Source: an optimization exercise on an open RTL-to-GDS flow (aim: small area). Production flows keep margins and buffers that such runs may drop. At most, simulation tests tie the RTL to the original design; equivalence was not proved. No activity file was given, so power comes from the tool's default toggle rates.

Setup of maple:
==> flow/design.v <==
`timescale 1ns/1ps
package isaPkg;
	typedef enum logic [5:0] {
		opSpecial = 6'b000000,
		opJ = 6'b000010,
		opBeq = 6'b000100,
		opBne = 6'b000101,
		opLui = 6'b001111,
		opLw = 6'b100011,
		opLbu = 6'b100100,
		opSb = 6'b101000,
		opSw = 6'b101011
	} opcodeT;
	typedef enum logic [5:0] {
		fnBreak = 6'b001101,
		fnAdd = 6'b100000,
		fnSub = 6'b100010,
		fnAnd = 6'b100100,
		fnXor = 6'b100110
	} functT;
	typedef struct packed {
		opcodeT opcode;
		logic [5-1:0] rs;
		logic [5-1:0] rt;
		logic [5-1:0] rd;
		logic [4:0] shamt;
		functT funct;
	} rFormatT;
	typedef struct packed {
		opcodeT opcode;
		logic [5-1:0] rs;
		logic [5-1:0] rt;
		logic [15:0] imm;
	} iFormatT;
	typedef union packed {
		rFormatT r;
		iFormatT i;
	} instrWord;
endpackage
`timescale 1ns/1ps
package ctrlPkg;
	typedef enum logic [3:0] {
		stReset,
		stFetch,
		stDecode,
		stMemAddr,
		stMemRead,
		stLoadWriteBack,
		stMemWrite,
		stRExec,
		stRWriteBack,
		stOverflow,
		stBranch,
		stJump,
		stLui,
		stHalt
	} ctrlStateT;
	typedef enum logic [2:0] {
		aluAdd = 3'b001,
		aluSub = 3'b010,
		aluAnd = 3'b011,
		aluXor = 3'b110,
		aluLui = 3'b111
	} aluOpT;
	typedef enum logic {srcAPc, srcARegA} srcASelT;
	typedef enum logic [1:0] {srcBRegB, srcBStep, srcBImm, srcBBranch} srcBSelT;
	typedef enum logic [1:0] {pcAluResult, pcAluOut, pcJumpTarget, pcExcVector} pcSrcT;
	typedef enum logic {wbAluOut, wbLoadData} wbSrcT;
	typedef enum logic {accWord, accByte} accessSizeT;
endpackage
`timescale 1ns/1ps
`timescale 1ns/1ps
`timescale 1ns/1ps
`timescale 1ns/1ps
`timescale 1ns/1ps
`timescale 1ns/1ps
module mipsCore (
	input logic clock,
	input logic reset,
	input logic [32-1:0] wbDatR,
	input logic wbAck,
	output logic [32-1:0] wbAdr,
	output logic [32-1:0] wbDatW,
	output logic [3:0] wbSel,
	output logic wbWe,
	output logic wbCyc,
	output logic wbStb,
	output logic halted
);
	typedef enum logic [3:0] {
		sClear, sFetch, sDec, sEx1, sEx2, sLReq, sLWait, sLW2,
		sSExtra, sSReq, sSWait, sSW2, sHalt
	} stateT;
	typedef enum logic [2:0] {
		cNop, cAddSub, cLogic, cLui, cJ, cBr, cLoad, cStore
	} clsT;
	stateT state, nextState;
	clsT cls;
	logic [3:0] ph;
	logic [31:0] ar, ir;
	logic [1:0] lsv;
	logic z;
	logic [4:0] xa, xb;
	logic sgn, isByte, ovf, eqAcc, cInc, cAdd;
	logic [1:0] rdA, rdB;
	logic [63:0] lowBits;
	logic we, clr;
	logic [4:0] widx;
	logic [1:0] wd;
	assign lowBits[1:0] = 2'b00;
	genvar g;
	generate
		for (g = 1; g < 32; g++) begin : gReg
			logic sel;
			logic [31:0] r;
			assign sel = clr || (we && widx == g);
			assign lowBits[2*g +: 2] = r[1:0];
			always_ff @(posedge clock)
				r <= {sel ? (clr ? 2'b00 : wd) : r[1:0], r[31:2]};
		end
	endgenerate
	assign rdA = lowBits[{xa, 1'b0} +: 2];
	assign rdB = lowBits[{xb, 1'b0} +: 2];
	logic [1:0] ir2, ar2;
	logic [1:0] incOut;
	logic incIn, incCo;
	logic [1:0] ax, ay, sum;
	logic cin, c1, c2;
	logic [1:0] lane;
	logic [3:0] start;
	logic [1:0] nlane;
	assign ir2 = ir[1:0];
	assign ar2 = ar[1:0];
	assign incIn = (ph == 4'd1) || (cInc && ph != 4'd0);
	assign {incCo, incOut} = {1'b0, ar2} + {2'b00, incIn};
	always_comb begin
		ax = rdA;
		ay = rdB;
		cin = (ph == 4'd0) ? 1'b0 : cAdd;
		case (cls)
			cLoad, cStore: ay = (ph < 4'd8) ? ir2 : {2{sgn}};
			cBr: begin
				ax = ar2;
				ay = (ph == 4'd0) ? 2'b00 : (ph <= 4'd8) ? ir2 : {2{sgn}};
			end
			default: if (ir[1]) begin
				ay = ~rdB;
				if (ph == 4'd0)
					cin = 1'b1;
			end
		endcase
	end
	assign {c1, sum[0]} = ax[0] + ay[0] + cin;
	assign {c2, sum[1]} = ax[1] + ay[1] + c1;
	logic [1:0] irLane;
	assign z = (xb == 5'd0);
	assign irLane = ir[{lsv, 3'b000} +: 2];
	assign lane = (isByte && !z) ? ar[1:0] : 2'b00;
	assign nlane = 2'b00 - lane;
	assign start = {nlane, 2'b00};
	logic irLoad, irSh, arSh, fetchAck;
	logic [1:0] arIn, irIn;
	clsT dCls;
	logic [5:0] op, fn;
	always_comb begin
		op = wbDatR[31:26];
		fn = wbDatR[5:0];
		dCls = cNop;
		case (op)
			6'h00: case (fn)
				6'h20, 6'h22: dCls = cAddSub;
				6'h24, 6'h26: dCls = cLogic;
				default: dCls = cNop;
			endcase
			6'h02: dCls = cJ;
			6'h04, 6'h05: dCls = cBr;
			6'h0F: dCls = cLui;
			6'h23, 6'h24: dCls = cLoad;
			6'h28, 6'h2B: dCls = cStore;
			default: dCls = cNop;
		endcase
	end
	assign fetchAck = (state == sFetch) && wbAck;
	assign widx = (cls == cAddSub || cls == cLogic) ? ir[15:11] : xb;
	always_comb begin
		nextState = state;
		irLoad = 1'b0;
		irSh = 1'b0;
		arSh = 1'b0;
		arIn = incOut;
		irIn = rdB;
		we = 1'b0;
		wd = sum;
		clr = 1'b0;
		case (state)
			sClear: begin
				clr = 1'b1;
				arSh = 1'b1;
				arIn = 2'b00;
				if (ph == 4'd15)
					nextState = sFetch;
			end
			sFetch: if (wbAck) begin
				irLoad = 1'b1;
				if (wbDatR[31:26] == 6'h00 && wbDatR[5:0] == 6'h0D)
					nextState = sHalt;
				else if (ph == 4'd15)
					nextState = sEx1;
				else
					nextState = sDec;
			end
			sDec: if (ph == 4'd15)
				nextState = sEx1;
			sEx1: begin
				arSh = 1'b1;
				case (cls)
					cLogic: begin
						we = 1'b1;
						wd = ir[1] ? (rdA ^ rdB) : (rdA & rdB);
					end
					cLui: begin
						we = 1'b1;
						wd = ph[3] ? ir2 : 2'b00;
						irSh = ph[3];
					end
					cJ: begin
						arIn = (ph == 4'd0) ? 2'b00 : (ph <= 4'd13) ? ir2 : incOut;
						irSh = (ph != 4'd0);
					end
					cLoad, cStore: begin
						arIn = sum;
						irSh = 1'b1;
						if (z)
							irIn = incOut;
						we = !z;
						wd = incOut;
					end
					default: ;
				endcase
				if (ph == 4'd15)
					case (cls)
						cAddSub: nextState = sEx2;
						cBr: nextState = ((eqAcc && rdA == rdB) != ir[26]) ? sEx2 : sFetch;
						cLoad: nextState = sLReq;
						cStore: nextState = (isByte && !z && ar[3:2] != 2'b00) ? sSExtra : sSReq;
						default: nextState = sFetch;
					endcase
			end
			sEx2: begin
				if (cls == cBr) begin
					arSh = 1'b1;
					arIn = sum;
					irSh = (ph != 4'd0);
				end else if (ovf) begin
					arSh = 1'b1;
					arIn = (ph == 4'd3) ? 2'b10 : 2'b00;  
				end else begin
					we = 1'b1;
				end
				if (ph == 4'd15)
					nextState = sFetch;
			end
			sLReq: if (wbAck) begin
				irLoad = !z;
				nextState = (ph == 4'd15) ? sLW2 : sLWait;
			end
			sLWait: if (ph == 4'd15)
				nextState = sLW2;
			sLW2: begin
				irSh = 1'b1;
				we = !z;
				wd = (isByte && ph >= 4'd4) ? 2'b00 : irLane;
				arSh = 1'b1;
				arIn = z ? ir2 : rdB;
				if (ph == 4'd15)
					nextState = sFetch;
			end
			sSExtra: begin
				irSh = 1'b1;
				irIn = ir2;
				if (ph == start - 4'd1)
					nextState = sSReq;
			end
			sSReq: if (wbAck)
				nextState = (ph == 4'd15) ? sSW2 : sSWait;
			sSWait: if (ph == 4'd15)
				nextState = sSW2;
			sSW2: begin
				arSh = 1'b1;
				arIn = z ? ir2 : rdB;
				irSh = 1'b1;
				irIn = ir2;
				we = !z;
				wd = irLane;
				if (ph == 4'd15)
					nextState = sFetch;
			end
			sHalt: ;
			default: nextState = sFetch;
		endcase
	end
	always_ff @(posedge clock) begin
		if (reset) begin
			state <= sClear;
			ph <= 4'd0;
		end else begin
			state <= nextState;
			ph <= ph + 4'd1;
		end
	end
	always_ff @(posedge clock) begin
		if (irLoad)
			ir <= wbDatR;
		else if (irSh)
			ir <= {irIn, ir[31:2]};
		if (arSh)
			ar <= {arIn, ar[31:2]};
		if (state == sSReq || state == sLReq)
			lsv <= lane;
		if (fetchAck) begin
			xa <= wbDatR[25:21];
			xb <= wbDatR[20:16];
			sgn <= wbDatR[15];
			cls <= dCls;
			isByte <= ~wbDatR[27];
		end
		cInc <= incCo;
		cAdd <= c2;
		if (state == sEx1 && ph == 4'd15)
			ovf <= c1 ^ c2;
		eqAcc <= (rdA == rdB) && (eqAcc || ph == 4'd0);
	end
	assign wbAdr = ar;
	assign wbDatW = z ? 32'd0 : ir;
	assign wbSel = (isByte && (state == sLReq || state == sSReq)) ? (4'b0001 << ar[1:0]) : 4'b1111;
	assign wbWe = (state == sSReq);
	assign wbCyc = (state == sFetch || state == sLReq || state == sSReq);
	assign wbStb = wbCyc;
	assign halted = (state == sHalt);
endmodule
export LEC_CHECK = 0
export CAP_MARGIN = 20
export CORE_MARGIN = 2
export CORE_UTILIZATION = 40
export SLEW_MARGIN = 20
create_clock -name core_clock -period 10.0 [get_ports {clock}]
standard.sh (not shown) runs the stock make flow with config.mk's settings and CLKGATE_MAP_FILE= SYNTH_SCRIPT=/design/flow/synth_recipe.tcl, a recipe that flattens the netlist after the stock synthesis.
==> flow/flow/run.sh <==
#!/bin/bash
# The standard layout (standard.sh) with two placement/CTS options changed:
# ports are buffered with buf_1 instead of the default cell, and CTS
# clusters sinks into larger groups without inserting dummy loads.
set -eo pipefail
cp standard.sh standard_sh_copy.txt
export BUFFER_PORTS_ARGS="-buffer_cell sky130_fd_sc_hd__buf_1"
export CTS_ARGS="-sink_clustering_enable -repair_clock_nets -dont_use_dummy_load -buf_list sky130_fd_sc_hd__clkbuf_4 -sink_clustering_size 12 -sink_clustering_max_diameter 40"
bash standard.sh > standard.log 2>&1
> inputs changed (maple -> cedar)
--- a/flow/design.v
+++ b/flow/design.v
@@ -94,13 +94,14 @@
 	typedef enum logic [2:0] {
 		cNop, cAddSub, cLogic, cLui, cJ, cBr, cLoad, cStore
 	} clsT;
 	stateT state, nextState;
 	clsT cls;
 	logic [3:0] ph;
-	logic [31:0] ar, ir;
+	logic [31:0] ar, ir, irn;  
+	assign ir = ~irn;
 	logic [1:0] lsv;
 	logic z;
 	logic [4:0] xa, xb;
 	logic sgn, isByte, ovf, eqAcc, cInc, cAdd;
 	logic [1:0] rdA, rdB;
 	logic [63:0] lowBits;
@@ -307,15 +308,15 @@
 			state <= nextState;
 			ph <= ph + 4'd1;
 		end
 	end
 	always_ff @(posedge clock) begin
 		if (irLoad)
-			ir <= wbDatR;
+			irn <= ~wbDatR;
 		else if (irSh)
-			ir <= {irIn, ir[31:2]};
+			irn <= {~irIn, irn[31:2]};
 		if (arSh)
 			ar <= {arIn, ar[31:2]};
 		if (state == sSReq || state == sLReq)
 			lsv <= lane;
 		if (fetchAck) begin
 			xa <= wbDatR[25:21];
@@ -328,13 +329,13 @@
 		cAdd <= c2;
 		if (state == sEx1 && ph == 4'd15)
 			ovf <= c1 ^ c2;
 		eqAcc <= (rdA == rdB) && (eqAcc || ph == 4'd0);
 	end
 	assign wbAdr = ar;
-	assign wbDatW = z ? 32'd0 : ir;
+	assign wbDatW = ~(irn | {32{z}});
 	assign wbSel = (isByte && (state == sLReq || state == sSReq)) ? (4'b0001 << ar[1:0]) : 4'b1111;
 	assign wbWe = (state == sSReq);
 	assign wbCyc = (state == sFetch || state == sLReq || state == sSReq);
 	assign wbStb = wbCyc;
 	assign halted = (state == sHalt);
 endmodule
Notes after the runs:
- maple → cedar: routed wire length went up, number of DRC violations after detailed-routing iteration 0 went up, power went up, number of nets in the finished design went up.
- Core footprint ended up 240 um^2 lower on cedar than on maple.
- Compared with maple, cedar shows a share of total power consumed by net switching that is 5.6 points higher.
No functional check of the RTL was part of cedar.

port drivers added, routing unchanged:
No port has a modelled driver above. Below, the same layouts with a new extraction and two added sets of constraints. Step 1 assumes that a clkbuf_16 drives the clock port and a buf_2 every other input. Step 2 also shifts input and output timing later by t, the mid clock arrival at the registers, as if the neighbouring blocks saw the same clock. a / b / c = ideal / step 1 / step 2; a / b = the first two.
| run | t, ns | setup WS [ns] | worst hold slack (ns) |
|---|---|---|---|
| maple | 0.924 | 5.045 / 4.989 / 5.728 | 0.259 / 0.259 / 0.259 |
| cedar | 0.918 | 5.096 / 5.043 / 5.822 | 0.258 / 0.258 / 0.258 |
After both steps setup and hold are still met in every run listed.
